What follows belongs to an exercise in optimizing a design on an open flow for small area; a production flow would make more cautious choices.
Only simulation tests tie the RTL to the original design; equivalence was not proved.
No activity file was given, so power comes from the tool's default toggle rates. The clock port is modelled as an ideal driver; clocking choices that lean on that would not hold on a real chip.

[config.mk]
export PLATFORM = sky130hd
export DESIGN_NAME = bank_htu
export DESIGN_NICKNAME = bank_htu
export VERILOG_FILES = /design/flow/design.v
export SDC_FILE = /design/flow/constraint.sdc
export NUM_CORES = 4
export LEC_CHECK = 0
export CAP_MARGIN = 10
export CORE_MARGIN = 2
export CORE_UTILIZATION = 40
export GPL_TIMING_DRIVEN = 0
export SETUP_SLACK_MARGIN = 0.15
export SLEW_MARGIN = 10
[constraint.sdc]
create_clock -name core_clock -period 5.0 [get_ports {clk_i}]
set_input_delay 1.0000 -clock core_clock [delete_from_list [all_inputs] [get_ports {clk_i}]]
set_output_delay 1.0000 -clock core_clock [all_outputs]
set_load 0.01 [all_outputs]
[design.v]
module bank_htu #(
  parameter int NUM_WAYS = 2
) (
  input  logic        clk_i,
  input  logic        rst_i,
  input  logic        wb_cyc_i,
  input  logic        wb_stb_i,
  input  logic        wb_we_i,
  input  logic [31:0] wb_adr_i,
  input  logic [31:0] wb_dat_i,
  output logic [31:0] wb_dat_o,
  output logic        wb_ack_o
);
  localparam int NL = 32;
  logic        ack_q;
  logic        pend_q;     
  logic [7:0]  res_q;      
  logic [21:0] tag_q   [NL];
  logic [2:0]  code_q  [NL];
  logic [NL-1:0] valid_q;
  logic [15:0] rr_q;
  logic [21:0] tag_in;
  logic [3:0]  set_idx;
  logic        half;
  logic [1:0]  op;
  logic        cmd_req;
  logic        cmd;
  assign tag_in  = wb_adr_i[31:10];
  assign set_idx = wb_adr_i[9:6];
  assign half    = wb_adr_i[5];
  assign op      = wb_dat_i[1:0];
  assign cmd_req = wb_cyc_i & wb_stb_i & ~ack_q;
  assign cmd     = cmd_req & wb_we_i;
  logic [15:0] set_oh;
  always_comb begin
    for (int s = 0; s < 16; s++) set_oh[s] = (set_idx == 4'(s));
  end
  logic [21:0] tag0, tag1;
  logic [2:0]  code0, code1;
  logic        v0, v1, rr;
  always_comb begin
    tag0  = '0; tag1  = '0;
    code0 = '0; code1 = '0;
    v0    = 1'b0; v1  = 1'b0;
    rr    = 1'b0;
    for (int s = 0; s < 16; s++) begin
      tag0  = tag0  | ({22{set_oh[s]}} & tag_q[2*s]);
      tag1  = tag1  | ({22{set_oh[s]}} & tag_q[2*s+1]);
      code0 = code0 | ({3{set_oh[s]}}  & code_q[2*s]);
      code1 = code1 | ({3{set_oh[s]}}  & code_q[2*s+1]);
      v0    = v0    | (set_oh[s] & valid_q[2*s]);
      v1    = v1    | (set_oh[s] & valid_q[2*s+1]);
      rr    = rr    | (set_oh[s] & rr_q[s]);
    end
  end
  function automatic logic [3:0] decode(input logic [2:0] c);
    logic v0, v1, d0, d1;
    v0 = c[2] | ~c[1];
    v1 = c[2] |  c[1];
    d0 = c[2] ? c[1] : (~c[1] & c[0]);
    d1 = c[2] ? c[0] : ( c[1] & c[0]);
    decode = {d1, v1, d0, v0};
  endfunction
  function automatic logic [3:0] hit_next(input logic [3:0] st, input logic [1:0] o,
                                          input logic h);
    logic v0, v1, d0, d1;
    v0 = st[0];
    d0 = st[1];
    v1 = st[2];
    d1 = st[3];
    case (o)
      2'd0: begin  
        if (h) v1 = 1'b1; else v0 = 1'b1;
      end
      2'd1: begin  
        if (h) begin v1 = 1'b1; d1 = 1'b1; end
        else   begin v0 = 1'b1; d0 = 1'b1; end
      end
      2'd2: begin  
        d0 = 1'b0; d1 = 1'b0;
      end
      default: begin  
        v0 = 1'b0; d0 = 1'b0;
        v1 = 1'b0; d1 = 1'b0;
      end
    endcase
    hit_next = {d1, v1, d0, v0};
  endfunction
  logic       hit0, hit1, hit, alloc, victim, way;
  logic [3:0] st0, st1, hn0, hn1, an, nst;
  logic       vdirty;
  assign st0 = decode(code0);
  assign st1 = decode(code1);
  assign hn0 = hit_next(st0, op, half);
  assign hn1 = hit_next(st1, op, half);
  assign an  = {half & op[0], half, ~half & op[0], ~half};
  assign hit0   = v0 & (tag0 == tag_in);
  assign hit1   = v1 & (tag1 == tag_in);
  assign hit    = hit0 | hit1;
  assign alloc  = ~op[1] & ~hit;
  assign victim = v0 & (~v1 | rr);
  assign way    = hit1 | (alloc & victim);
  assign vdirty = alloc & v0 & v1 & (rr ? (st1[3] | st1[1]) : (st0[3] | st0[1]));
  assign nst    = ({4{hit0}} & hn0) | ({4{hit1}} & hn1) | ({4{alloc}} & an);
  logic [7:0] res_d;
  assign res_d[0] = hit;
  assign res_d[1] = way;
  assign res_d[2] = alloc;
  assign res_d[3] = vdirty;
  assign res_d[5:4] = {nst[1], nst[0] & ~nst[1]};
  assign res_d[7:6] = {nst[3], nst[2] & ~nst[3]};
  always_ff @(posedge clk_i or posedge rst_i) begin
    if (rst_i) begin
      ack_q  <= 1'b0;
      pend_q <= 1'b0;
      res_q  <= '0;
    end
    else begin
      ack_q  <= cmd_req;
      pend_q <= cmd;
      if (cmd) res_q <= res_d;
    end
  end
  logic       w_touch, w_way;
  logic       w_v0, w_v1, w_d0, w_d1, w_valid;
  logic [2:0] w_code;
  assign w_touch = pend_q & (res_q[0] | res_q[2]);
  assign w_way   = res_q[1];
  assign w_d0    = res_q[5];
  assign w_v0    = res_q[5] | res_q[4];
  assign w_d1    = res_q[7];
  assign w_v1    = res_q[7] | res_q[6];
  assign w_valid = w_v0 | w_v1;             
  assign w_code[2] = w_v0 & w_v1;
  assign w_code[1] = (w_v0 & w_v1) ? w_d0 : w_v1;
  assign w_code[0] = w_v0 ? (w_v1 ? w_d1 : w_d0) : w_d1;
  logic [NL-1:0] we;
  logic [1:0]    wsel;
  assign wsel = {w_touch & w_way, w_touch & ~w_way};
  always_comb begin
    for (int l = 0; l < NL; l++) we[l] = set_oh[l/2] & wsel[l%2];
  end
  for (genvar l = 0; l < NL; l++) begin : g_line
    logic keep;
    assign keep = valid_q[l] & ~we[l];
    always_ff @(posedge clk_i) begin
      tag_q[l]  <= (tag_q[l]  & {22{keep}}) | (tag_in & {22{we[l]}});
      code_q[l] <= (code_q[l] & {3{keep}})  | (w_code & {3{we[l]}});
    end
  end
  always_ff @(posedge clk_i or posedge rst_i) begin
    if (rst_i) valid_q <= '0;
    else begin
      for (int l = 0; l < NL; l++) begin
        if (we[l]) valid_q[l] <= w_valid;
      end
    end
  end
  logic rr_adv;
  assign rr_adv = pend_q & res_q[2] & v0 & v1;
  always_ff @(posedge clk_i or posedge rst_i) begin
    if (rst_i) rr_q <= '0;
    else       rr_q <= rr_q ^ (set_oh & {16{rr_adv}});
  end
  assign wb_ack_o = ack_q;
  assign wb_dat_o = {23'd0, res_q[7:4], res_q[3], res_q[2], 1'b0, res_q[1], res_q[0]};
endmodule
[flow/run.sh]
#!/bin/bash
# Own flow: ORFS synthesis as synth_recipe.tcl runs it, but with an area-oriented
# abc script for the combinational logic (registers are mapped before abc, so
# they keep the standard synthesis's names and cells); then the standard
# layout from floorplan to finish, with clock tree synthesis told not to add
# dummy loads.
set -euo pipefail
W=$PWD
export MY_ABC_SCRIPT=$W/flow/area.abc
make -C "$FLOW_HOME" DESIGN_CONFIG=$W/config.mk WORK_HOME=$W/orfs CLKGATE_MAP_FILE= \
  SYNTH_SCRIPT=$W/flow/synth.tcl synth > $W/synth.log 2>&1
export CTS_ARGS="-sink_clustering_enable -repair_clock_nets -buf_list sky130_fd_sc_hd__clkbuf_4 -dont_use_dummy_load"
bash standard.sh finish > $W/layout.log 2>&1
[flow/area.abc]
strash; &get -n; &st; &dch; &nf -R 1000; &put; strash; &get -n; &st; &dch; &nf -R 1000; &put; strash; &get -n; &st; &dch; &nf -R 1000; &put; strash; &get -n; &st; &dch; &nf -R 1000; &put
[flow/synth.tcl]
# Same as synth_recipe.tcl, except that the final abc call runs flow/area.abc.
proc synth {args} { yosys synth -nofsm -noshare {*}$args }
proc abc {args} {
  set i [lsearch -exact $args -script]
  if {$i >= 0} { lset args [expr {$i + 1}] $::env(MY_ABC_SCRIPT) }
  yosys abc {*}$args
}
source $::env(SCRIPTS_DIR)/synth.tcl
# left out here: clear keep_hierarchy, flatten, clean up, hide names made inside functions, write 1_2_yosys.v
[standard.sh]
#!/bin/bash
# synth_recipe.tcl (not shown) runs the flow's synth.tcl, then flattens the netlist and writes it again
# the make line also repeats each setting of config.mk as NAME=value (left out here)
make -C /OpenROAD-flow-scripts/flow DESIGN_CONFIG=/design/flow/config.mk WORK_HOME=/design/flow/orfs CLKGATE_MAP_FILE= SYNTH_SCRIPT=/design/flow/synth_recipe.tcl "${@:-finish}"
==> results of run 1 <==
## layout make-up
class                           count  area (µm²)
Antenna cell                        3       7.507
Buffer                             27       202.7
Clock buffer                      214        1607
Fill cell                        6561       38230
Inverter                            7       27.53
Multi-Input combinational cell   1624       13220
Sequential cell                   858       17470
Tap cell                          969        1212
Timing Repair Buffer              147        2718
## placed cells by master, fill, tap and decap left out, types with 3 or more instances in the layout
cell,netlist,routed
and2_2,0,16
xnor2_1,11,11
a22oi_1,125,125
a222oi_1,161,161
buf_16,0,65
nand2b_2,0,3
clkdlybuf4s50_1,0,16
nand3b_1,3,3
buf_4,27,30
a22o_1,807,807
nand3_1,58,58
buf_12,0,16
buf_2,0,24
nor2_4,0,42
a21oi_1,10,9
a221oi_1,50,50
clkbuf_4,0,216
xor2_1,28,28
and3_1,6,6
nor2_1,99,57
diode_2,0,3
dfxtp_1,800,800
o21ai_0,13,13
o22ai_1,6,6
buf_6,0,4
nor2b_4,0,16
nand4_1,35,35
clkinv_1,7,6
buf_8,0,16
o21bai_1,30,29
nor2b_1,20,4
nor4_1,6,3
nand2_1,75,74
conb_1,1,24
nor3_4,0,6
nor3_1,11,5
dfrtp_1,58,58
## worst min path at each step
stage | startpoint | cells after the start | slack, ns | end
finish | rst_i | 2 | 0.29 | valid_q[1]
CTS | rst_i | 2 | 0.25 | valid_q[22]
detailed placement | ack_q | 1 | 0.43 | ack_q
global route | rst_i | 2 | 0.32 | valid_q[22]
global placement | ack_q | 1 | 0.43 | ack_q
floorplan | rr_q[11] | 1 | 0.44 | rr_q[11]
## Yosys cell counts, drive strengths merged, types with 2 or more instances
master	n
a21o	2
xnor2	11
a221oi	50
buf	27
a222oi	161
a2111oi	2
nand3	58
a22oi	125
a22o	807
o21ai	13
o22ai	6
nor4	6
nand2b	6
xor2	28
o21bai	30
dfrtp	58
and2	17
a21oi	10
nand4	35
a211oi	2
clkinv	7
nor2	99
nor2b	20
o221ai	2
nor3	11
nand2	75
a31oi	2
nand3b	3
and3	6
or2	2
dfxtp	800
## through the flow
stage | setup slack (ns) | total power, mW | cells
6_report | 0.2797 | 12.74 | 3849
5_1_grt | 0.1741 | 13.15 | 3849
4_1_cts | 0.1520 | 12.76 | 3846
3_5_place_dp | -2.020 | 8.402 | 3630
3_3_place_gp | -4.965 | 8.134 | 3527
2_1_floorplan | 0.2331 | 7.541 | 2516
## per-layer routing
| layer | GRT usage (%) | up-vias | share of wire [%] |
|---|---|---|---|
| met4 | 17.18 | 4 | 5.0 |
| met2 | 47.23 | 1991 | 45 |
| li1 | - | 11290 | - |
| met5 | 0 | - | 0.017 |
| met3 | 7.648 | 430 | 11 |
| met1 | 38.09 | 13560 | 39 |
## cell families after synthesis
kind of cell | Yosys count | share of synthesized area (%)
AOI/OAI and AO/OA | 1219 | 34.96
xor gates and xnor gates | 39 | 1.130
buffers and inverters | 34 | 0.7572
DFF | 858 | 57.76
other | 1 | 0.01240
and+or+nand+nor | 342 | 5.383
## sequential cells by signal (all words and copies together) (netlist names)
signal / flops
ack_q: 1
rr_q: 16
res_q: 8
pend_q: 1
code_q: 96
tag_q: 704
valid_q: 32
## timing repair
action | in CTS | in global routing
setup buffers | 2 | 0
pin swaps | 2 | 1
endpoints found under the setup margin | 8 | 7
gates resized for setup | 14 | 14
hold endpoints to repair | 0 | 0
## power breakdown
part	internal, mW	switching, mW	total [mW]	leakage (nW)
clock	1.93	2.51	4.44	0.985
sequential	6.91	0.0446	6.95	7.22
combinational	0.354	0.997	1.35	5.60
==> results by group, run 1 <==
Status
  • Status: no timing/DRC/antenna violations

Critical path
  • Critical Path Fanout Max: 22
  • Crit-path leading delay family: compound AO/OA/AOI/OAI gates
  • CP max stage cell: a2111oi_0
  • Worst Setup SP: wb_adr_i[8]
  • R2R setup slack: 1.10 ns
  • R2R Path End: res_q[6]
  • Path depth of the worst reg2reg path: 13
  • Worst Setup Start Kind: input pin
  • WP buf/inv: 4
  • CP Depth: 20
  • Max incr delay on CP: 0.42 ns
  • Crit. End Element: register
  • Critical R2R Launch: tag_q[11][19]
  • Critical-path cell list: clkbuf_2, nand2b_2, nor2_4, buf_12, buf_16, a222oi_1, nand4_1, a221oi_1, nand3_1, a221oi_1, xnor2_1, a2111oi_0, nand3_1, nor4_2, nand4_1, buf_4, nand3b_1, a21oi_1, nor2_1, a22o_1
  • CP arrival: 5.65 ns
  • WS Path Type: input pin to register
  • CP endpoint: res_q[6]
  • Req. time, crit path: 5.93 ns

Power
  • P per Cell Area: between 300 and 400 nW/µm²
  • Max VDD drop: just under 0.2 mV
  • Leak pwr: 13.81 nW

GRT
  • Total Routing Usage GR: around 30%
  • Largest net degree at the start of global routing: 37
  • Total grt overflow: 0
  • Number of global-route vias before repair: 27,560
  • Antenna violations before repair: 4
  • First-pass GRT wire length: around 180,000 µm

Yosys
  • Area contributors post-synth: dfxtp_1 53%, a22o_1 23%, a222oi_1 5.3%, dfrtp_1 4.8%, a22oi_1 3.1%
  • Yosys warns: 3
  • Yosys top cell by area: dfxtp_1
  • Async set-or-reset flop fraction in the synthesized netlist: 6.760%
  • Syn_area_per_cell: 12.13 µm²
  • Seq/Total Area, Yosys: 57.76%
  • Top-area cell type share of the netlist area: between 50% and 60%
  • Yosys reg bits: 858
  • EDFF count, synth: 0
  • Synth Instances: 2,493
  • Syn Std Cell Area: between 30,000 and 40,000 µm²
  • Distinct cells, synth: 43
  • Dominant register cell in the synthesized netlist: dfxtp_1

Die
  • Num rows: 100
  • Die area: approximately 78,000 µm²
  • Die Span X: 279.0 µm
  • Initial Util: about two fifths
  • Top Ports: 102
  • Die H: 279.0 µm
  • Core area: approximately 75,000 µm²

Timing
  • Clock Skew: 0.07302 ns
  • Worst-margin pin slew: 1.052 ns
  • Fin Hold WS: 0.2922 ns
  • Final setup viols: 0
  • Max_slew headroom: 29.60%
  • Final hold vios: 0
  • Unrepaired setup endpoints after global routing: no
  • Period minus WS final: 4.720 ns
  • Crit share post-route: 94.41%
  • Total negative slack: 0 ns
  • Max Slew Vio Count: 0
  • F_max: 0.2119 GHz

Place
  • # port buffers: 42
  • Placement Cell Area: 34,850 µm²
  • Final HPWL DP: between 70,000 and 80,000 µm
  • Gpl congestion: 0.8143

CTS
  • Deepest clock path buffer count: 3
  • CTS Sinks: approximately 860
  • Root cell of the clock tree: clkbuf_4
  • Hold buffer count at cts: 0
  • CTS tree: done
  • Skew-Pair Late Insertion Delay: 1.04 ns
  • CTS buffer count: around 210
  • Clock Pin Slew Worst Setup and Hold Paths: 0.06 ns
  • # H-tree levels: 4

Layout
  • Post-route cell area: 36,470 µm²
  • Final core utilization: roughly half
  • P&R area growth vs syn: 20.59%
  • Share of cells above drive strength 1: 16.16%
  • Fin nets: slightly below 3,000

Route
  • Wire per inst: 31.32 µm
  • Vias: 27,270
  • DRT Pass-1 Iters: 7
  • ANT nets after route: 0
  • Via-per-instance ratio: 7.085
  • DRT Wirelength: 120,600 µm
  • DRC violations left: 0
  • Initial DRC Count: 4,194

Flow run
  • Max-cap violations: 0

Min path
  • Worst Hold Class: input pin to asynchronous set/reset pin
==> run 2: changes to the inputs <==
--- a/flow/run.sh
+++ b/flow/run.sh
@@ -9,5 +9,5 @@
 export MY_ABC_SCRIPT=$W/flow/area.abc
 make -C "$FLOW_HOME" DESIGN_CONFIG=$W/config.mk WORK_HOME=$W/orfs CLKGATE_MAP_FILE= \
   SYNTH_SCRIPT=$W/flow/synth.tcl synth > $W/synth.log 2>&1
-export CTS_ARGS="-sink_clustering_enable -repair_clock_nets -buf_list sky130_fd_sc_hd__clkbuf_4 -dont_use_dummy_load"
+export CTS_ARGS="-sink_clustering_enable -repair_clock_nets -buf_list sky130_fd_sc_hd__clkbuf_16 -sink_clustering_size 30 -sink_clustering_max_diameter 100 -dont_use_dummy_load"
 bash standard.sh finish > $W/layout.log 2>&1
==> results by group, run 2 <==
Status
  • Status: no timing/DRC/antenna violations

GRT
  • Number of global-route vias before repair: approximately 26,000
  • Largest net degree at the start of global routing: 37
  • First-pass GRT wire length: about 170,000 µm
  • Total grt overflow: 0
  • Total Routing Usage GR: between 20% and 30%
  • Antenna violations before repair: 3

Timing
  • Clock Skew: a little over 0.03 ns
  • Period minus WS final: 4.806 ns
  • Final setup viols: 0
  • Total negative slack: 0 ns
  • F_max: approximately 0.21 GHz
  • Max Slew Vio Count: 0
  • Unrepaired setup endpoints after global routing: no
  • Crit share post-route: 96.12%
  • Final WS setup: roughly 0.19 ns
  • Worst-margin pin slew: roughly 1.2 ns
  • Max_slew headroom: between 10% and 20%
  • Final hold vios: 0

Yosys
  • Top-count cell post-synth: a22o_1
  • Syn Std Cell Area: 30,240 µm²
  • Area contributors post-synth: dfxtp_1 53%, a22o_1 23%, a222oi_1 5.3%, dfrtp_1 4.8%, a22oi_1 3.1%
  • Distinct cells, synth: 43
  • Yosys warns: 3
  • Dominant register cell in the synthesized netlist: dfxtp_1
  • Async set-or-reset flop fraction in the synthesized netlist: 6.760%
  • EDFF count, synth: 0
  • Top-area cell type share of the netlist area: 52.96%
  • Seq/Total Area, Yosys: 57.76%
  • Syn_area_per_cell: 12.13 µm²
  • Yosys reg bits: 858
  • Top cells by count, synth: 807 x a22o_1, 800 x dfxtp_1, 161 x a222oi_1
  • Yosys top cell by area: dfxtp_1
  • Synth Instances: 2,493

Critical path
  • WS Path Type: input pin to register
  • Crit. End Element: register
  • Req. time, crit path: 5.48 ns
  • CP arrival: 5.28 ns
  • Critical Path Fanout Max: 14
  • Worst Setup Start Kind: input pin

Place
  • # port buffers: 42
  • Place WS: -2.020 ns
  • Gpl congestion: 0.8143
  • Placed Instances: 3,630
  • Final HPWL DP: around 75,000 µm

Die
  • Top Ports: 102
  • Core area: 74,700 µm²
  • Die area: 77,810 µm²
  • Initial Util: 40.48%
  • Die Span X: 279.0 µm
  • Num rows: 100
  • Die H: 279.0 µm

CTS
  • Clock Pin Slew Worst Setup and Hold Paths: ~0.11 ns
  • Root cell of the clock tree: clkbuf_16
  • Skew-Pair Late Insertion Delay: 0.61 ns
  • Hold buffer count at cts: 0
  • CTS tree: done
  • Deepest clock path buffer count: 3
  • # H-tree levels: 2
  • CTS buffer count: 34
  • CTS Sinks: 858

Layout
  • Final Non-Filler Cells: around 3,700
  • Leading registers by flop count: tag_q x704, code_q x96, valid_q x32
  • Max FFs per register: 704
  • Most frequent cells in the layout: 807 x a22o_1, 800 x dfxtp_1, 161 x a222oi_1
  • Share of cells above drive strength 1: 11.10%
  • FILL cells: 6,507
  • Final core utilization: 47.96%
  • Fin nets: ~2,800
  • Biggest register: tag_q
  • P&R area growth vs syn: 18.47%
  • Commonest non-fill, non-tap cell in the layout: a22o_1

Power
  • P per Cell Area: 325.6 nW/µm²
  • Leak pwr: 13.30 nW
  • Max VDD drop: roughly 0.23 mV

Route
  • DRT Pass-1 Iters: 9
  • Vias: 26,300
  • DRT Wirelength: 118,700 µm
  • Initial DRC Count: around 4,000
  • DRC violations left: 0
  • ANT nets after route: 0
  • Via-per-instance ratio: 7.162
  • Wire per inst: approximately 32 µm

Min path
  • Worst Hold Class: register to register

Flow run
  • Max-cap violations: 0
## run 2: cell counts after synthesis
No cell type changed its count.
## run 2: kinds of logic (layout without fill, tap and decap cells)
| family | Yosys count | after routing | share of synthesized area (%) |
|---|---|---|---|
| other | 1 | 25 | 0.01240 |
| and+or+nand+nor | 342 | 343 | 5.383 |
| buffers and inverters | 34 | 219 | 0.7572 |
| DFF | 858 | 858 | 57.76 |
| xor gates and xnor gates | 39 | 39 | 1.130 |
| AOI/OAI and AO/OA | 1219 | 1219 | 34.96 |
## run 2: worst paths after layout
check | from | end | slack (ns) | cells after the start
max reg2reg | tag_q[11][15] | res_q[6] | 1.34 | 15
min | ack_q | ack_q | 0.45 | 1
max in group asynchronous | rst_i | valid_q[11] | 3.72 | 3
min reg2reg | ack_q | ack_q | 0.45 | 1
min in group asynchronous | rst_i | res_q[5] | 0.73 | 2
max | wb_adr_i[7] | res_q[6] | 0.19 | 22
## run 2: final cells by class
class | instances | area (µm²) | area share [%]
inverter | 7 | 27.53 | 0.07684
clock buffer | 34 | 850.8 | 2.375
timing repair buffer | 151 | 2756 | 7.694
multi-input combinational | 1625 | 13310 | 37.14
buffer | 27 | 202.7 | 0.5658
tap | 969 | 1212 | 3.384
antenna | 1 | 2.502 | 0.006985
sequential | 858 | 17470 | 48.76
## run 2: metrics by stage
| step | hold slack [ns] | power (mW) | cell area, µm² |
|---|---|---|---|
| final | 0.4521 | 11.66 | 35820 |
| after floorplan | 0.4406 | 7.541 | 30420 |
| after detailed placement | 0.4305 | 8.402 | 34850 |
| after global placement | 0.4308 | 8.134 | 32060 |
| after CTS | 0.4516 | 11.64 | 35770 |
| after global routing | 0.4940 | 11.94 | 35820 |
## run 2: power by group
group | switching (mW) | internal [mW]
clock | 2.12 | 1.24
combinational | 1.00 | 0.358
sequential | 0.0442 | 6.90
total | 3.16 | 8.50
## run 2: routing by layer
metal / GRT usage [%] / share of wire (%) / vias up
met4: 15.15 / 5.3 / 4
li1: - / - / 10860
met5: 0 / 0.018 / -
met3: 5.564 / 10 / 379
met1: 38.50 / 39 / 13300
met2: 46.63 / 45 / 1758
## run 2: timing repair
action | CTS | global route
cloned | 1 | 0
gates resized for setup | 33 | 14
setup endpoints to repair | 8 | 5
setup buffers | 4 | 2
pin swaps | 6 | 2
## run 2: worst max-delay path, cell delays in order
cell and delay (ns):
buf_4 0.24, nand2b_4 0.22, buf_4 0.18, nor3_4 0.11
buf_8 0.21, buf_16 0.17, buf_16 0.17, a222oi_1 0.29
nand3_1 0.15, a221oi_1 0.30, nand3_1 0.19, a221oi_2 0.31
o22ai_1 0.16, nor3_1 0.36, nand3_1 0.11, nand3b_1 0.17
buf_4 0.20, nor3b_1 0.19, a21oi_1 0.09, a21oi_2 0.17
nor2_1 0.07, a22o_1 0.19
==> run 3: changes to the inputs <==
==> flow/run.sh (replaced) <==
#!/bin/bash
# Own flow: ORFS synthesis as synth_recipe.tcl runs it, but with an area-oriented
# abc script for the combinational logic (registers are mapped before abc, so
# they keep the standard synthesis's names and cells); then the standard
# layout from floorplan to finish, with larger clock-tree clusters, no CTS dummy
# loads, and the largest plain buffers kept out of buffering and repair.
set -euo pipefail
W=$PWD
export MY_ABC_SCRIPT=$W/flow/area.abc
make -C "$FLOW_HOME" DESIGN_CONFIG=$W/config.mk WORK_HOME=$W/orfs CLKGATE_MAP_FILE= \
  SYNTH_SCRIPT=$W/flow/synth.tcl synth > $W/synth.log 2>&1
export CTS_ARGS="-sink_clustering_enable -repair_clock_nets -buf_list sky130_fd_sc_hd__clkbuf_16 -sink_clustering_size 22 -sink_clustering_max_diameter 80 -dont_use_dummy_load"
# The platform's own don't-use list, plus the big buffers. On make's command
# line it replaces the platform's list, so that list is repeated here.
PLATFORM_DONT_USE="$(make -s -C "$FLOW_HOME" DESIGN_CONFIG=$W/config.mk WORK_HOME=$W/orfs print-DONT_USE_CELLS | sed -n 's/^DONT_USE_CELLS: //p')"
EXTRA_DONT_USE="sky130_fd_sc_hd__buf_6 sky130_fd_sc_hd__buf_8 sky130_fd_sc_hd__buf_12 sky130_fd_sc_hd__buf_16 sky130_fd_sc_hd__bufbuf_8 sky130_fd_sc_hd__bufbuf_16"
echo "DONT_USE_CELLS: $PLATFORM_DONT_USE $EXTRA_DONT_USE" > $W/dont_use.log
bash standard.sh "DONT_USE_CELLS=$PLATFORM_DONT_USE $EXTRA_DONT_USE" finish > $W/layout.log 2>&1
--- a/config.mk
+++ b/config.mk
@@ -7,7 +7,8 @@
 export LEC_CHECK = 0
 export CAP_MARGIN = 10
 export CORE_MARGIN = 2
-export CORE_UTILIZATION = 40
+export CORE_UTILIZATION = 55
 export GPL_TIMING_DRIVEN = 0
+export PLACE_DENSITY = 0.7
 export SETUP_SLACK_MARGIN = 0.15
 export SLEW_MARGIN = 10
==> results by group, run 3 <==
Critical path
  • WP buf/inv: 6
  • Crit-path leading delay family: compound AO/OA/AOI/OAI gates
  • Cell seen most often among critical-path stages: buf_4
  • R2R setup slack: 1.34 ns
  • Crit. End Element: register
  • Critical R2R Launch: tag_q[10][19]
  • Critical Path Fanout Max: 14
  • Path depth of the worst reg2reg path: 14
  • R2R Path End: res_q[5]
  • Req. time, crit path: 5.50 ns
  • WS Path Type: input pin to register
  • Critical-path cell list: clkbuf_4, nor4_4, buf_4, buf_4, buf_4, buf_4, a222oi_1, nand3_1, a221oi_1, nand3_1, xnor2_1, o211ai_1, nor3_1, nand3_1, nand3b_1, buf_4, nor3b_1, a21oi_1, a21oi_1, nor2_1, a22o_1
  • Worst Setup Start Kind: input pin
  • CP arrival: approximately 5.2 ns
  • Max incr delay on CP: roughly 0.64 ns
  • CP max stage cell: a222oi_1

Yosys
  • EDFF count, synth: 0
  • Yosys warns: 3
  • Syn Std Cell Area: 30,240 µm²
  • Top-area cell type share of the netlist area: 52.96%
  • Top cells by count, synth: 807 x a22o_1, 800 x dfxtp_1, 161 x a222oi_1
  • Syn_area_per_cell: approximately 12 µm²
  • Area contributors post-synth: dfxtp_1 53%, a22o_1 23%, a222oi_1 5.3%, dfrtp_1 4.8%, a22oi_1 3.1%
  • Synth Instances: 2,493
  • Yosys reg bits: 858
  • Dominant register cell in the synthesized netlist: dfxtp_1
  • Distinct cells, synth: 43
  • Yosys top cell by area: dfxtp_1
  • Top-count cell post-synth: a22o_1
  • Async set-or-reset flop fraction in the synthesized netlist: 6.760%
  • Seq/Total Area, Yosys: between 50% and 60%

Place
  • Final HPWL DP: 65,210 µm
  • Place WS: -1.682 ns
  • # port buffers: 42
  • Gpl congestion: between 0.9 and 1

GRT
  • Antenna violations before repair: 2
  • Total grt overflow: 0
  • Largest net degree at the start of global routing: 49
  • Number of global-route vias before repair: between 20,000 and 30,000
  • Total Routing Usage GR: 38.24%
  • First-pass GRT wire length: 164,900 µm

Power
  • Max VDD drop: 0.2146 mV
  • Comb power frac: 9.6%
  • Share of power burned in registers: 58.5%
  • P per Cell Area: 350.3 nW/µm²
  • Pint: just under 9 mW
  • Leak pwr: 12.83 nW
  • Sw Ratio: 26.51%
  • Clk pwr share: 31.9%
  • Sw Pwr: 3.146 mW

Timing
  • Final hold vios: 0
  • Period minus WS final: around 4.7 ns
  • Clock Skew: between 0.02 and 0.03 ns
  • F_max: 0.2107 GHz
  • Final WS setup: 0.2541 ns
  • Crit share post-route: 94.92%
  • Max_slew headroom: approximately a fifth
  • Total negative slack: 0 ns
  • Max Slew Vio Count: 0
  • Unrepaired setup endpoints after global routing: no
  • Worst-margin pin slew: 1.202 ns
  • Final setup viols: 0

CTS
  • Hold buffer count at cts: 0
  • CTS Sinks: 858
  • CTS buffer count: 45
  • Clock Pin Slew Worst Setup and Hold Paths: 0.09 ns
  • # H-tree levels: 2
  • Root cell of the clock tree: clkbuf_16
  • CTS tree: done
  • Skew-Pair Late Insertion Delay: 0.61 ns
  • Deepest clock path buffer count: 3

Layout
  • Fin nets: 2,763
  • FF+latch area: 17,470 µm²
  • FILL cells: approximately 4,200
  • Share of cells above drive strength 1: around a tenth
  • Most frequent cells in the layout: 807 x a22o_1, 800 x dfxtp_1, 161 x a222oi_1
  • Final core utilization: 62.58%
  • Diode count: 0
  • Leading registers by flop count: tag_q x704, code_q x96, valid_q x32
  • Commonest non-fill, non-tap cell in the layout: a22o_1
  • Footprint of the multi-input gates: between 10,000 and 15,000 µm²
  • P&R area growth vs syn: 12.04%
  • Max FFs per register: 704
  • Biggest register: tag_q

Min path
  • Worst Hold Class: input pin to asynchronous set/reset pin

Die
  • Die Span X: approximately 240 µm
  • Initial Util: 55.86%
  • Num rows: 85
  • Die area: 56,870 µm²
  • Core area: 54,130 µm²
  • Die H: 238.5 µm
  • Top Ports: 102

Route
  • DRC violations left: 0
  • Initial DRC Count: just under 5,000
  • DRT Pass-1 Iters: 10
  • Via-per-instance ratio: around 7.7
  • Wire per inst: about 33 µm
  • ANT nets after route: 0
  • DRT Wirelength: 111,300 µm
  • Vias: 26,200

Status
  • Status: no timing/DRC/antenna violations

Flow run
  • Max-cap violations: 0
## run 3: cell counts after synthesis
Identical to the previous run, type by type.
## run 3: logic make-up (layout without fill, tap and decap cells)
group	Yosys count	count (layout)	synth area share, %
buffers and inverters	34	210	0.7572
AOI/OAI and AO/OA	1219	1219	34.96
other	1	24	0.01240
DFF	858	858	57.76
and+or+nand+nor	342	342	5.383
xor gates and xnor gates	39	39	1.130
## run 3: timing repair
item / in CTS / in global routing
hold endpoints to repair: 0 / 0
cloned: 0 / 0
setup buffers: 11 / 2
pin swaps: 10 / 10
resized for setup: 27 / 29
setup endpoints to repair: 24 / 14
## run 3: cell type report
class                           count  share of cell area (%)
Sequential cell                   858                   51.56
Buffer                             27                  0.5983
Clock buffer                       45                   3.324
Multi-Input combinational cell   1624                   39.40
Tap cell                          696                   2.570
Timing Repair Buffer              131                   2.471
Inverter                            7                 0.08125
## run 3: worst max path at each step
| stage | start | endpoint | cells past startpoint |
|---|---|---|---|
| floorplan | wb_adr_i[9] | res_q[6] | 14 |
| global placement | wb_adr_i[9] | res_q[6] | 15 |
| detailed placement | wb_adr_i[6] | res_q[6] | 20 |
| CTS | wb_adr_i[7] | res_q[6] | 21 |
| global route | wb_adr_i[7] | res_q[6] | 20 |
| finish | wb_adr_i[9] | res_q[6] | 21 |
## run 3: stage by stage
step	cell area (µm²)	power (mW)	instances	hold WS, ns
after floorplan	30420	7.541	2516	0.4406
after global placement	31450	8.059	3254	0.4236
after detailed placement	32510	8.173	3330	0.4284
after CTS	33730	11.79	3386	0.2562
after global routing	33880	12.12	3388	0.2734
final	33880	11.87	3388	0.2608
## run 3: per-layer routing
metal	share of wire (%)	vias to the layer above	global-route usage [%]
met3	14	254	13.99
met5	0.012	-	0
met2	43	1894	56.20
met1	40	13220	51.56
li1	-	10830	-
met4	3.4	2	14.15
## run 3: power by group through the flow
stage	Combinational, mW	Clock, mW	Sequential [mW]
floorplan	0.458	0	7.08
CTS	1.08	3.77	6.94
finish	1.14	3.79	6.94
detailed placement	1.08	0	7.10
global placement	0.970	0	7.09
global route	1.15	4.02	6.95
==> run 4: changes to the inputs <==
--- a/config.mk
+++ b/config.mk
@@ -7,8 +7,7 @@
 export LEC_CHECK = 0
 export CAP_MARGIN = 10
 export CORE_MARGIN = 2
-export CORE_UTILIZATION = 55
+export CORE_UTILIZATION = 40
 export GPL_TIMING_DRIVEN = 0
-export PLACE_DENSITY = 0.7
 export SETUP_SLACK_MARGIN = 0.15
 export SLEW_MARGIN = 10
==> results by group, run 4 <==
Yosys
  • Top cells by count, synth: 807 x a22o_1, 800 x dfxtp_1, 161 x a222oi_1
  • Async set-or-reset flop fraction in the synthesized netlist: 6.760%
  • Top-area cell type share of the netlist area: a little over half
  • Area contributors post-synth: dfxtp_1 53%, a22o_1 23%, a222oi_1 5.3%, dfrtp_1 4.8%, a22oi_1 3.1%
  • Yosys warns: 3
  • EDFF count, synth: 0
  • Top-count cell post-synth: a22o_1
  • Yosys reg bits: between 800 and 900
  • Seq/Total Area, Yosys: 57.76%
  • Distinct cells, synth: 43
  • Dominant register cell in the synthesized netlist: dfxtp_1
  • Syn Std Cell Area: roughly 30,000 µm²
  • Syn_area_per_cell: between 10 and 15 µm²
  • Yosys top cell by area: dfxtp_1
  • Synth Instances: 2,493

Layout
  • Commonest non-fill, non-tap cell in the layout: a22o_1
  • Diode count: 0
  • Leading registers by flop count: tag_q x704, code_q x96, valid_q x32
  • Final Non-Filler Cells: 3,689
  • Share of cells above drive strength 1: 11.47%
  • Biggest register: tag_q
  • Post-route cell area: approximately 34,000 µm²
  • Fin nets: 2,791
  • P&R area growth vs syn: 13.74%
  • Max FFs per register: 704
  • Most frequent cells in the layout: 807 x a22o_1, 800 x dfxtp_1, 161 x a222oi_1
  • Final core utilization: 46.05%

Status
  • Status: no timing/DRC/antenna violations

Timing
  • Period minus WS final: 4.677 ns
  • Clock Skew: around 0.033 ns
  • Final setup viols: 0
  • Max Slew Vio Count: 0
  • Unrepaired setup endpoints after global routing: no
  • Crit share post-route: 93.53%
  • Worst-margin pin slew: 1.178 ns
  • Final hold vios: 0
  • Total negative slack: 0 ns
  • Max_slew headroom: about a fifth
  • F_max: between 0.2 and 0.25 GHz

Power
  • Max VDD drop: 0.2251 mV
  • Leak pwr: 12.93 nW
  • P per Cell Area: about 350 nW/µm²

Die
  • Die area: slightly below 80,000 µm²
  • Initial Util: 40.48%
  • Top Ports: 102
  • Die H: 279.0 µm
  • Core area: 74,700 µm²
  • Die Span X: 279.0 µm
  • Num rows: 100

CTS
  • Root cell of the clock tree: clkbuf_16
  • Skew-Pair Late Insertion Delay: 0.61 ns
  • CTS buffer count: 45
  • # H-tree levels: 2
  • CTS tree: done
  • CTS Sinks: 858
  • Deepest clock path buffer count: 3
  • Clock Pin Slew Worst Setup and Hold Paths: 0.09 ns

Critical path
  • WS Path Type: input pin to register
  • Worst Setup Start Kind: input pin
  • Crit. End Element: register
  • Critical Path Fanout Max: 14
  • Req. time, crit path: 5.50 ns
  • R2R setup slack: roughly 1.4 ns
  • CP arrival: 5.17 ns

GRT
  • First-pass GRT wire length: 172,000 µm
  • Number of global-route vias before repair: ~26,000
  • Total Routing Usage GR: just under 30%
  • Largest net degree at the start of global routing: 37
  • Antenna violations before repair: 2
  • Total grt overflow: 0

Place
  • Final HPWL DP: 72,950 µm
  • Placement Cell Area: 33,030 µm²
  • # port buffers: 42
  • Placed Instances: 3,628
  • Gpl congestion: ~0.83

Route
  • ANT nets after route: 0
  • Via-per-instance ratio: 7.168
  • DRT Pass-1 Iters: 9
  • DRT Wirelength: 117,600 µm
  • Wire per inst: 31.87 µm
  • DRC violations left: 0
  • Initial DRC Count: 4,441
  • Vias: about 26,000

Flow run
  • Max-cap violations: 0

Min path
  • Worst Hold Class: input pin to asynchronous set/reset pin
## run 4: cell type report
type                            instances  area (µm²)
Buffer                                 27       202.7
Clock buffer                           45        1126
Fill cell                            6735       40300
Inverter                                7       27.53
Multi-Input combinational cell       1625       13330
Sequential cell                       858       17470
Tap cell                              969        1212
Timing Repair Buffer                  158        1030
## run 4: per-stage QoR
stage	worst slack, ns	hold WS (ns)	total power [mW]
6_report	0.3233	0.3843	11.94
5_1_grt	0.1586	0.4272	12.23
4_1_cts	0.1602	0.3777	11.92
3_5_place_dp	-1.739	0.4320	8.230
3_3_place_gp	-4.699	0.4307	8.111
2_1_floorplan	0.2331	0.4406	7.541
## run 4: path summary, 6_finish.rpt
kind	endpoint	from	cells after the start
worst max-delay path	res_q[6]	wb_adr_i[8]	18
worst min-delay path	res_q[4]	rst_i	2
worst max register to register	res_q[5]	tag_q[10][19]	14
worst min register to register	ack_q	ack_q	1
max in group asynchronous	valid_q[27]	rst_i	3
min in group core_clock	ack_q	ack_q	1
## run 4: repair_timing
action | CTS | global route
pin swaps | 5 | 9
endpoints found under the setup margin | 8 | 5
buffers inserted | 7 | 8
gates cloned | 0 | 1
hold buffers | 0 | 0
resized for setup | 16 | 20
## run 4: worst max-delay path, stage by stage
cell,delay (ns)
clkbuf_4,0.26
nand2_1,0.29
nor3_4,0.69
buf_4,0.38
buf_4,0.29
a222oi_1,0.13
nand3_1,0.14
nor2_1,0.09
a222oi_1,0.29
nand2_1,0.08
a2111oi_0,0.46
nand3b_1,0.13
buf_4,0.20
nor3b_1,0.23
a21oi_1,0.07
a21oi_1,0.14
nor2_1,0.07
a22o_1,0.18
## run 4: cells by family (layout without fill, tap and decap cells)
| logic type | Yosys count | count (layout) | synth area share, % |
|---|---|---|---|
| AO/OA/AOI/OAI | 1219 | 1219 | 34.96 |
| flip-flops | 858 | 858 | 57.76 |
| AND/OR/NAND/NOR | 342 | 343 | 5.383 |
| XOR/XNOR | 39 | 39 | 1.130 |
| buffers and inverters | 34 | 237 | 0.7572 |
| other | 1 | 24 | 0.01240 |
## run 4: layer usage
metal	track usage (%)	part of all wire [%]	vias to the layer above
met5	0	0.0094	-
met4	14.56	5.1	2
met3	4.995	11	373
met2	46.08	45	1867
met1	38.13	39	13300
li1	-	-	10900
## run 4: report_power, final
part	internal (mW)	switching [mW]
Clock	1.61	2.18
Combinational	0.226	0.979
Sequential	6.90	0.0453
Total	8.73	3.21
==> run 5: changes to the inputs <==
--- a/flow/run.sh
+++ b/flow/run.sh
@@ -9,7 +9,7 @@
 export MY_ABC_SCRIPT=$W/flow/area.abc
 make -C "$FLOW_HOME" DESIGN_CONFIG=$W/config.mk WORK_HOME=$W/orfs CLKGATE_MAP_FILE= \
   SYNTH_SCRIPT=$W/flow/synth.tcl synth > $W/synth.log 2>&1
-export CTS_ARGS="-sink_clustering_enable -repair_clock_nets -buf_list sky130_fd_sc_hd__clkbuf_16 -sink_clustering_size 22 -sink_clustering_max_diameter 80 -dont_use_dummy_load"
+export CTS_ARGS="-sink_clustering_enable -repair_clock_nets -buf_list sky130_fd_sc_hd__clkbuf_16 -sink_clustering_size 28 -sink_clustering_max_diameter 70 -dont_use_dummy_load"
 # The platform's own don't-use list, plus the big buffers. On make's command
 # line it replaces the platform's list, so that list is repeated here.
 PLATFORM_DONT_USE="$(make -s -C "$FLOW_HOME" DESIGN_CONFIG=$W/config.mk WORK_HOME=$W/orfs print-DONT_USE_CELLS | sed -n 's/^DONT_USE_CELLS: //p')"
--- a/config.mk
+++ b/config.mk
@@ -7,7 +7,8 @@
 export LEC_CHECK = 0
 export CAP_MARGIN = 10
 export CORE_MARGIN = 2
-export CORE_UTILIZATION = 40
+export CORE_UTILIZATION = 55
 export GPL_TIMING_DRIVEN = 0
+export PLACE_DENSITY = 0.7
 export SETUP_SLACK_MARGIN = 0.15
 export SLEW_MARGIN = 10
==> results by group, run 5 <==
GRT
  • Grt peak-use layer: met2
  • Antenna violations before repair: 1
  • Number of global-route vias before repair: 25,450
  • Total Routing Usage GR: 38.20%
  • Largest net degree at the start of global routing: slightly below 50
  • Met2 global-route usage: 56.07%
  • First-pass GRT wire length: 164,800 µm
  • Met3 Use GR: 13.44%
  • Met1 usage: 51.61%
  • Total grt overflow: 0

Power
  • Max VDD drop: approximately 0.22 mV
  • Overall power: 11.69 mW
  • P per Cell Area: 345.8 nW/µm²
  • Leak pwr: around 13 nW

Timing
  • F_max: 0.2125 GHz
  • Crit share post-route: 94.13%
  • Unrepaired setup endpoints after global routing: no
  • Max_slew headroom: 18.30%
  • Fin Hold WS: between 0.2 and 0.3 ns
  • Period minus WS final: 4.706 ns
  • Final setup viols: 0
  • Final WS setup: 0.2937 ns
  • Final hold vios: 0
  • Clock Skew: 0.04585 ns
  • Total negative slack: 0 ns
  • Worst-margin pin slew: 1.221 ns
  • Max Slew Vio Count: 0

Layout
  • P&R area growth vs syn: 11.78%
  • FILL cells: 4,216
  • Fin nets: 2,760
  • Leading registers by flop count: tag_q x704, code_q x96, valid_q x32
  • Commonest non-fill, non-tap cell in the layout: a22o_1
  • Biggest register: tag_q
  • Share of cells above drive strength 1: between 10% and 20%
  • Most frequent cells in the layout: 807 x a22o_1, 800 x dfxtp_1, 161 x a222oi_1
  • Max FFs per register: around 700
  • Diode count: 0
  • Footprint of the multi-input gates: 13,340 µm²
  • Post-route cell area: 33,800 µm²
  • FF+latch area: 17,470 µm²

CTS
  • Clock Pin Slew Worst Setup and Hold Paths: 0.09 ns
  • # H-tree levels: 2
  • CTS tree: done
  • Deepest clock path buffer count: 3
  • CTS Sinks: 858
  • Root cell of the clock tree: clkbuf_16
  • Hold buffer count at cts: 0
  • Skew-Pair Late Insertion Delay: 0.61 ns
  • CTS buffer count: 41

Yosys
  • Top-count cell post-synth: a22o_1
  • Async set-or-reset flop fraction in the synthesized netlist: about 6.8%
  • Top cells by count, synth: 807 x a22o_1, 800 x dfxtp_1, 161 x a222oi_1
  • Syn_area_per_cell: 12.13 µm²
  • Top-area cell type share of the netlist area: between 50% and 60%
  • Seq/Total Area, Yosys: 57.76%
  • Synth Instances: ~2,500
  • Distinct cells, synth: 43
  • Dominant register cell in the synthesized netlist: dfxtp_1
  • Yosys warns: 3
  • EDFF count, synth: 0
  • Area contributors post-synth: dfxtp_1 53%, a22o_1 23%, a222oi_1 5.3%, dfrtp_1 4.8%, a22oi_1 3.1%
  • Yosys reg bits: 858
  • Syn Std Cell Area: 30,240 µm²
  • Yosys top cell by area: dfxtp_1

Critical path
  • Crit. End Element: register
  • R2R setup slack: between 1 and 1.5 ns
  • Worst Setup Start Kind: input pin
  • Critical Path Fanout Max: 14
  • WS Path Type: input pin to register
  • Req. time, crit path: between 5 and 6 ns
  • Cell seen most often among critical-path stages: buf_4
  • CP arrival: 5.20 ns
  • CP max stage cell: nor4_4
  • Max incr delay on CP: around 0.43 ns
  • Critical-path cell list: clkbuf_8, nor4_4, buf_4, buf_4, buf_4, clkbuf_4, a222oi_1, nand4_1, a221oi_2, nand2_1, a221oi_2, a211oi_1, o2111ai_1, nor4b_1, nand3b_1, buf_4, nor3b_1, a21oi_1, a21oi_1, nor2_1, a22o_1

Die
  • Top Ports: 102
  • Num rows: 85
  • Die Span X: ~240 µm
  • Initial Util: around 56%
  • Core area: approximately 54,000 µm²
  • Die area: approximately 57,000 µm²
  • Die H: roughly 240 µm

Route
  • ANT nets after route: 0
  • Vias: 26,110
  • Initial DRC Count: 4,818
  • DRC violations left: 0
  • DRT Wirelength: 111,400 µm
  • Via-per-instance ratio: 7.714
  • Wire per inst: 32.90 µm
  • DRT Pass-1 Iters: 10

Place
  • Placement Cell Area: 32,510 µm²
  • Gpl congestion: 0.9284
  • Final HPWL DP: around 65,000 µm
  • Place WS: -1.682 ns
  • # port buffers: 42

Status
  • Status: no timing/DRC/antenna violations

Min path
  • Worst Hold Class: input pin to asynchronous set/reset pin

Flow run
  • Max-cap violations: 0
-- run 5: routing by layer --
layer / vias to the layer above / share of wire (%)
met5: - / 0.012
met4: 2 / 3.2
met3: 249 / 14
met2: 1942 / 43
met1: 13090 / 39
li1: 10830 / -
-- run 5: path summary, 6_finish.rpt --
kind / cells after the start / start / to
min in group core_clock: 1 / ack_q / ack_q
max in group asynchronous: 3 / rst_i / rr_q[15]
worst min register to register: 1 / ack_q / ack_q
worst max register to register: 6 / res_q[2] / code_q[20][2]
worst min-delay path: 2 / rst_i / ack_q
worst max-delay path: 21 / wb_adr_i[9] / res_q[6]
-- run 5: repair_timing --
item / in CTS / in global routing
cloned: 0 / 0
pin swaps: 9 / 12
endpoints found under the setup margin: 24 / 11
resized for setup: 28 / 31
buffers inserted: 10 / 4
-- run 5: cell families (layout without fill, tap and decap cells) --
kind of cell	Yosys count	after routing	synth area share (%)
buffers and inverters	34	207	0.7572
flip-flops	858	858	57.76
XOR/XNOR	39	39	1.130
AO/OA/AOI/OAI	1219	1219	34.96
AND/OR/NAND/NOR	342	342	5.383
other	1	24	0.01240
-- run 5: layout make-up --
| type | instances | area share [%] |
|---|---|---|
| Buffer | 27 | 0.5997 |
| Timing Repair Buffer | 132 | 2.562 |
| Tap cell | 696 | 2.576 |
| Clock buffer | 41 | 3.035 |
| Multi-Input combinational cell | 1624 | 39.47 |
| Sequential cell | 858 | 51.68 |
| Inverter | 7 | 0.08144 |
-- run 5: where the power goes --
| group | internal [mW] | switching, mW |
|---|---|---|
| logic | 0.218 | 0.920 |
| registers | 6.90 | 0.0459 |
| clock network | 1.47 | 2.13 |
| total | 8.59 | 3.10 |
-- run 5: through the flow --
| stage | cells | utilization [%] |
|---|---|---|
| 3_5_place_dp | 3330 | 60.05 |
| 3_3_place_gp | 3254 | 58.10 |
| 6_report | 3385 | 62.44 |
| 5_1_grt | 3385 | 62.44 |
| 2_1_floorplan | 2516 | - |
| 4_1_cts | 3381 | 62.12 |
-- run 5: critical path, delay by kind of cell --
| kind | cells | cell delay, ns |
|---|---|---|
| simple gates | 7 | 1.59 |
| buf+inv | 6 | 1.45 |
| compound gates | 8 | 1.13 |
==> run 6: changes to the inputs <==
--- a/flow/run.sh
+++ b/flow/run.sh
@@ -9,7 +9,7 @@
 export MY_ABC_SCRIPT=$W/flow/area.abc
 make -C "$FLOW_HOME" DESIGN_CONFIG=$W/config.mk WORK_HOME=$W/orfs CLKGATE_MAP_FILE= \
   SYNTH_SCRIPT=$W/flow/synth.tcl synth > $W/synth.log 2>&1
-export CTS_ARGS="-sink_clustering_enable -repair_clock_nets -buf_list sky130_fd_sc_hd__clkbuf_16 -sink_clustering_size 28 -sink_clustering_max_diameter 70 -dont_use_dummy_load"
+export CTS_ARGS="-sink_clustering_enable -repair_clock_nets -buf_list sky130_fd_sc_hd__clkbuf_8 -sink_clustering_size 16 -sink_clustering_max_diameter 60 -dont_use_dummy_load"
 # The platform's own don't-use list, plus the big buffers. On make's command
 # line it replaces the platform's list, so that list is repeated here.
 PLATFORM_DONT_USE="$(make -s -C "$FLOW_HOME" DESIGN_CONFIG=$W/config.mk WORK_HOME=$W/orfs print-DONT_USE_CELLS | sed -n 's/^DONT_USE_CELLS: //p')"
--- a/config.mk
+++ b/config.mk
@@ -7,8 +7,8 @@
 export LEC_CHECK = 0
 export CAP_MARGIN = 10
 export CORE_MARGIN = 2
-export CORE_UTILIZATION = 55
+export CORE_UTILIZATION = 62
 export GPL_TIMING_DRIVEN = 0
-export PLACE_DENSITY = 0.7
+export PLACE_DENSITY = 0.75
 export SETUP_SLACK_MARGIN = 0.15
 export SLEW_MARGIN = 10
==> results by group, run 6 <==
Layout
  • Max FFs per register: about 700
  • Biggest register: tag_q
  • Final core utilization: 69.98%
  • Most frequent cells in the layout: 807 x a22o_1, 800 x dfxtp_1, 161 x a222oi_1
  • Final Non-Filler Cells: 3,348
  • Leading registers by flop count: tag_q x704, code_q x96, valid_q x32
  • Fin nets: 2,803
  • P&R area growth vs syn: 10.96%
  • Commonest non-fill, non-tap cell in the layout: a22o_1
  • Share of cells above drive strength 1: 11.68%

Critical path
  • Path depth of the worst reg2reg path: 12
  • WS Path Type: input pin to register
  • WP buf/inv: 3
  • CP Depth: 17
  • Crit-path leading delay family: simple AND/OR/NAND/NOR gates
  • Critical Path Fanout Max: 16
  • Req. time, crit path: around 5.7 ns
  • CP max stage cell: nor3_4
  • Critical R2R Launch: valid_q[11]
  • R2R Path End: res_q[5]
  • R2R setup slack: 1.50 ns
  • Critical-path cell list: buf_2, nand2_1, nor3_4, buf_4, a222oi_1, nand4_1, nor2_1, a222oi_1, nand2_1, a2111oi_0, nand3b_1, buf_4, nor3b_1, a21oi_1, a21oi_1, nor2_1, a22o_1
  • Worst Setup Start Kind: input pin
  • Max incr delay on CP: around 0.85 ns
  • CP arrival: 5.34 ns
  • Crit. End Element: register

Timing
  • F_max: 0.2132 GHz
  • Worst-margin pin slew: approximately 1.1 ns
  • Unrepaired setup endpoints after global routing: no
  • Max Slew Vio Count: 0
  • Total negative slack: 0 ns
  • Clock Skew: 0.06366 ns
  • Period minus WS final: 4.690 ns
  • Final hold vios: 0
  • Final setup viols: 0
  • Crit share post-route: 93.79%
  • Max_slew headroom: 29.72%

CTS
  • CTS buffer count: 60
  • Root cell of the clock tree: clkbuf_8
  • Skew-Pair Late Insertion Delay: ~0.76 ns
  • CTS tree: done
  • # H-tree levels: 2
  • CTS Sinks: roughly 860
  • Deepest clock path buffer count: 3
  • Hold buffer count at cts: 0
  • Clock Pin Slew Worst Setup and Hold Paths: ~0.1 ns

Power
  • Overall power: 11.33 mW
  • Comb power frac: between 10 and 15%
  • Share of power burned in registers: around three fifths
  • Pint: between 8 and 9 mW
  • Leak pwr: 12.77 nW
  • Max VDD drop: 0.2933 mV
  • P per Cell Area: around 340 nW/µm²
  • Sw Ratio: between 20% and 30%
  • Clk pwr share: 28.4%
  • Sw Pwr: around 3.1 mW

Yosys
  • Area contributors post-synth: dfxtp_1 53%, a22o_1 23%, a222oi_1 5.3%, dfrtp_1 4.8%, a22oi_1 3.1%
  • Seq/Total Area, Yosys: 57.76%
  • Yosys top cell by area: dfxtp_1
  • Syn_area_per_cell: 12.13 µm²
  • Dominant register cell in the synthesized netlist: dfxtp_1
  • Synth Instances: 2,493
  • Distinct cells, synth: 43
  • Yosys reg bits: 858
  • Async set-or-reset flop fraction in the synthesized netlist: 6.760%
  • Yosys warns: 3
  • Top-area cell type share of the netlist area: about 53%
  • EDFF count, synth: 0
  • Syn Std Cell Area: around 30,000 µm²
  • Top-count cell post-synth: a22o_1
  • Top cells by count, synth: 807 x a22o_1, 800 x dfxtp_1, 161 x a222oi_1

GRT
  • Largest net degree at the start of global routing: between 40 and 50
  • Antenna violations before repair: 2
  • Total Routing Usage GR: 43.18%
  • First-pass GRT wire length: roughly 170,000 µm
  • Total grt overflow: 0
  • Number of global-route vias before repair: about 26,000

Route
  • DRT Wirelength: 111,600 µm
  • Vias: 26,900
  • Wire per inst: about 33 µm
  • DRC violations left: 0
  • Initial DRC Count: ~4,800
  • ANT nets after route: 0
  • Via-per-instance ratio: 8.034
  • DRT Pass-1 Iters: 9

Die
  • Top Ports: 102
  • Core area: 47,950 µm²
  • Die Span X: 224.8 µm
  • Num rows: 80
  • Die area: 50,560 µm²
  • Die H: ~220 µm
  • Initial Util: a little over three fifths

Place
  • Final HPWL DP: 66,740 µm
  • # port buffers: 42
  • Gpl congestion: between 0.8 and 0.9
  • Placed Instances: between 3,000 and 4,000

Min path
  • Worst Hold Class: input pin to asynchronous set/reset pin

Status
  • Status: no timing/DRC/antenna violations

Flow run
  • Max-cap violations: 0
## run 6: cell counts after synthesis
Identical to the previous run, type by type.
## run 6: how the worst max path moves through the flow
stage	slack, ns	start	endpoint
finish	0.31	wb_adr_i[8]	res_q[6]
global route	0.16	wb_adr_i[9]	res_q[5]
CTS	0.15	wb_adr_i[8]	res_q[5]
detailed placement	-1.75	wb_adr_i[7]	res_q[5]
global placement	-4.25	wb_adr_i[9]	res_q[5]
floorplan	0.23	wb_adr_i[9]	res_q[6]
## run 6: per-layer routing
layer	global-route usage [%]	vias to the layer above	share of wire, %
li1	-	10900	-
met1	54.45	13070	36
met2	66.04	2346	44
met3	11.33	582	13
met4	27.47	0	6.7
met5	0	-	0
## run 6: power by group through the flow
stage | registers, mW | clock network [mW] | logic [mW]
2_1_floorplan | 7.08 | 0 | 0.458
3_3_place_gp | 7.09 | 0 | 0.982
3_5_place_dp | 7.09 | 0 | 1.10
4_1_cts | 6.94 | 3.20 | 1.10
5_1_grt | 6.95 | 3.45 | 1.17
6_report | 6.94 | 3.22 | 1.17
## run 6: stage by stage
| step | worst slack [ns] | area [µm²] | hold WS (ns) |
|---|---|---|---|
| floorplan | 0.2331 | 30420 | 0.4406 |
| global placement | -4.247 | 31350 | 0.4252 |
| detailed placement | -1.753 | 32590 | 0.4318 |
| CTS | 0.1467 | 33480 | 0.09821 |
| global route | 0.1569 | 33550 | 0.1194 |
| finish | 0.3103 | 33550 | 0.1001 |
## run 6: cell families after synthesis
group                  synth area share, %
AO/OA/AOI/OAI                        34.96
XOR/XNOR                             1.130
buffers and inverters               0.7572
flip-flops                           57.76
other                              0.01240
AND/OR/NAND/NOR                      5.383
## run 6: what timing repair did
item,CTS,global route
resized for setup,15,15
pin swaps,5,2
setup buffers,7,7
setup endpoints to repair,8,7
## run 6: area by class of cell
| cell class | count | area [µm²] |
|---|---|---|
| plain buffers | 27 | 202.7 |
| clock buffers | 60 | 825.8 |
| repair buffers | 156 | 1012 |
| diodes | 1 | 2.502 |
| inverters | 7 | 27.53 |
| fillers | 3471 | 14390 |
| flip-flops and latches | 858 | 17470 |
| multi-input cells | 1624 | 13250 |
| well taps | 615 | 769.5 |
==> run 7: changes to the inputs <==
--- a/config.mk
+++ b/config.mk
@@ -7,8 +7,8 @@
 export LEC_CHECK = 0
 export CAP_MARGIN = 10
 export CORE_MARGIN = 2
-export CORE_UTILIZATION = 62
+export CORE_UTILIZATION = 55
 export GPL_TIMING_DRIVEN = 0
-export PLACE_DENSITY = 0.75
+export PLACE_DENSITY = 0.7
 export SETUP_SLACK_MARGIN = 0.15
 export SLEW_MARGIN = 10
==> results by group, run 7 <==
Yosys
  • Dominant register cell in the synthesized netlist: dfxtp_1
  • Largest family of logic cells by synthesized area: compound AO/OA/AOI/OAI gates
  • Async set-or-reset flop fraction in the synthesized netlist: 6.760%
  • Yosys warns: 3
  • Area contributors post-synth: dfxtp_1 53%, a22o_1 23%, a222oi_1 5.3%, dfrtp_1 4.8%, a22oi_1 3.1%
  • Distinct cells, synth: 43
  • Top-area cell type share of the netlist area: around 53%
  • Yosys reg bits: 858
  • Yosys top cell by area: dfxtp_1
  • Xor and xnor area share after synthesis: 1.130%
  • Top cells by count, synth: 807 x a22o_1, 800 x dfxtp_1, 161 x a222oi_1
  • Syn_area_per_cell: 12.13 µm²
  • EDFF count, synth: 0
  • Compound-gate portion of the synthesized area: 34.96%
  • Adder and majority gate portion of the synthesized area: 0%
  • Multiplexer area fraction after synthesis: 0%
  • Syn Std Cell Area: slightly above 30,000 µm²
  • Top-count cell post-synth: a22o_1
  • Simple-gate share of the synthesized area: 5.383%
  • Synth Instances: ~2,500
  • Seq/Total Area, Yosys: 57.76%

CTS
  • CTS Sinks: 858
  • Deepest clock path buffer count: 3
  • Skew-Pair Late Insertion Delay: 0.76 ns
  • Root cell of the clock tree: clkbuf_8
  • Hold buffer count at cts: 0
  • CTS tree: done
  • CTS buffer count: 61
  • Clock Pin Slew Worst Setup and Hold Paths: about 0.1 ns
  • # H-tree levels: 2

Layout
  • Share of cells above drive strength 1: 10.93%
  • Diode count: 0
  • Fin nets: 2,778
  • Footprint of the multi-input gates: roughly 13,000 µm²
  • Commonest non-fill, non-tap cell in the layout: a22o_1
  • Post-route cell area: between 30,000 and 40,000 µm²
  • Biggest register: tag_q
  • Leading registers by flop count: tag_q x704, code_q x96, valid_q x32
  • Most frequent cells in the layout: 807 x a22o_1, 800 x dfxtp_1, 161 x a222oi_1
  • FILL cells: 4,257
  • Max FFs per register: approximately 700
  • FF+latch area: 17,470 µm²
  • P&R area growth vs syn: 10.90%
  • Final Non-Filler Cells: 3,403
  • Final core utilization: 61.95%

Route
  • Wire per inst: between 30 and 40 µm
  • Via-per-instance ratio: roughly 7.7
  • ANT nets after route: 0
  • Initial DRC Count: 4,881
  • DRC violations left: 0
  • Vias: 26,300
  • DRT Wirelength: between 100,000 and 150,000 µm
  • DRT Pass-1 Iters: 7

Critical path
  • Cell seen most often among critical-path stages: buf_4
  • Crit-path leading delay family: compound AO/OA/AOI/OAI gates
  • Critical Path Fanout Max: 28
  • R2R Path End: res_q[5]
  • CP max stage cell: a2111oi_2
  • R2R setup slack: 1.37 ns
  • WP buf/inv: 4
  • Critical R2R Launch: tag_q[10][19]
  • WS Path Type: input pin to register
  • Critical-path cell list: clkbuf_4, nand2b_4, nor2_4, buf_4, buf_4, a222oi_1, nand4_1, a221oi_1, nand3_1, a221oi_1, nor2_1, a2111oi_2, nand3b_1, buf_4, nor3b_1, a21oi_1, a21oi_1, nor2_1, a22o_1
  • Req. time, crit path: 5.63 ns
  • Path depth of the worst reg2reg path: 14
  • Worst Setup SP: wb_adr_i[7]
  • Max incr delay on CP: just under 0.5 ns
  • Crit. End Element: register
  • CP endpoint: res_q[6]
  • CP arrival: 5.35 ns
  • Worst Setup Start Kind: input pin
  • CP Depth: 19

Timing
  • Max_slew headroom: 17.48%
  • Final setup viols: 0
  • Fin Hold WS: 0.1146 ns
  • F_max: 0.2117 GHz
  • Final hold vios: 0
  • Max Slew Vio Count: 0
  • Worst-margin pin slew: 1.233 ns
  • Unrepaired setup endpoints after global routing: no
  • Period minus WS final: 4.723 ns
  • Clock Skew: 0.06438 ns
  • Crit share post-route: between 90% and 100%

Status
  • Status: no timing/DRC/antenna violations

Die
  • Core area: between 50,000 and 60,000 µm²
  • Top Ports: 102
  • Die area: between 50,000 and 60,000 µm²
  • Die H: 238.5 µm
  • Num rows: 85
  • Initial Util: 55.86%
  • Die Span X: 238.5 µm

Power
  • Max VDD drop: between 0.2 and 0.25 mV
  • Leak pwr: 12.68 nW
  • P per Cell Area: 337.9 nW/µm²
  • Overall power: 11.33 mW

Place
  • Placed Instances: approximately 3,300
  • # port buffers: 42
  • Gpl congestion: 0.9284
  • Final HPWL DP: 65,210 µm
  • Placement Cell Area: between 30,000 and 40,000 µm²

GRT
  • Antenna violations before repair: 2
  • Largest net degree at the start of global routing: 49
  • Total Routing Usage GR: 38.36%
  • Number of global-route vias before repair: 25,610
  • First-pass GRT wire length: 165,300 µm
  • Total grt overflow: 0

Min path
  • Worst Hold Class: input pin to asynchronous set/reset pin

Flow run
  • Max-cap violations: 0
==> run 7: what timing repair did <==
action	4_1_cts	5_1_grt
pin swaps	9	6
buffers inserted	11	1
setup endpoints to repair	24	8
hold endpoints to repair	0	0
gates resized for setup	21	24
==> run 7: how the worst min path moves through the flow <==
stage | start | endpoint | cells after the start
floorplan | rr_q[11] | rr_q[11] | 1
global placement | ack_q | ack_q | 1
detailed placement | ack_q | ack_q | 1
CTS | rst_i | ack_q | 2
global route | rst_i | ack_q | 2
finish | rst_i | ack_q | 2
==> run 7: cell type report <==
type / instances / share of cell area (%)
repair buffers: 130 / 2.448
inverters: 7 / 0.08208
clock buffers: 61 / 2.504
plain buffers: 27 / 0.6044
multi-input cells: 1624 / 39.68
flip-flops and latches: 858 / 52.09
well taps: 696 / 2.597
==> run 7: worst reg2reg max path, cell delays in order, from the launching register on <==
cell and delay (ns):
dfxtp_1 0.33, a222oi_1 0.38, nand4_1 0.37, a221oi_2 0.30
nand3_1 0.11, a221oi_1 0.25, xnor2_1 0.10, a2111oi_1 0.37
nand3_1 0.15, nor4_2 0.21, nand4_1 0.13, buf_2 0.20
o22a_1 0.19, o221ai_1 0.21, a21boi_0 0.23
==> run 7: cell families after synthesis <==
kind of cell,Yosys count
xor gates and xnor gates,39
and+or+nand+nor,342
buffers and inverters,34
DFF,858
other,1
AOI/OAI and AO/OA,1219
==> run 7: metrics by stage <==
stage                     setup WS, ns  setup TNS [ns]
after detailed placement        -1.682          -25.43
after floorplan                 0.2331               0
final                           0.2769               0
after global placement          -4.303        -1067.46
after global routing           0.04551               0
after CTS                       0.1551               0
==> run 7: power by group <==
| group | leakage (nW) | switching, mW | internal (mW) |
|---|---|---|---|
| registers | 7.22 | 0.0453 | 6.90 |
| clock network | 0.439 | 2.16 | 1.09 |
| logic | 5.02 | 0.925 | 0.215 |
==> run 7: metal layers <==
metal	track usage [%]	vias up	part of all wire (%)
met4	15.36	0	3.8
met2	56.50	2020	42
met5	0	-	0
met3	11.87	301	14
met1	52.56	13130	40
li1	-	10860	-

[separate check: timing with driven ports]
In the flow no input, the clock included, has a driving cell. The finished layouts below were timed again as built, in two steps. Step 1 assumes that a clkbuf_16 drives the clock port and a buf_2 every other input. Step 2 also shifts input and output timing later by t, the mid clock arrival at the registers, as if the neighbouring blocks saw the same clock. Three values: ideal ports, drivers, drivers and shift; two values: the first two.
run	shift t [ns]	slack for setup (ns)	hold WS [ns]	worst setup path at the end	latest minus earliest clock arrival (ns)
run 1	1.078	0.280 / 0.321 / -0.757	0.292 / 0.247 / 0.469	input to register	0.083 / 0.084
run 2	0.657	0.194 / 0.231 / -0.426	0.452 / 0.452 / 0.452	input to register	0.032 / 0.031
run 3	0.663	0.254 / 0.243 / -0.419	0.261 / 0.221 / 0.437	input to register	0.032 / 0.033
run 4	0.668	0.323 / 0.361 / -0.307	0.384 / 0.335 / 0.443	input to register	0.033 / 0.034
run 5	0.654	0.294 / 0.301 / -0.353	0.269 / 0.231 / 0.437	input to register	0.046 / 0.046
run 6	0.785	0.310 / 0.336 / -0.449	0.100 / 0.066 / 0.444	input to register	0.066 / 0.066
run 7	0.789	0.277 / 0.279 / -0.511	0.115 / 0.078 / 0.438	input to register	0.066 / 0.065
With both steps, setup timing fails in every run listed, where it was met with ideal ports. The setup slack of run 1, which loses most, moves by +0.041 ns with the drivers and by -1.037 ns with both steps.
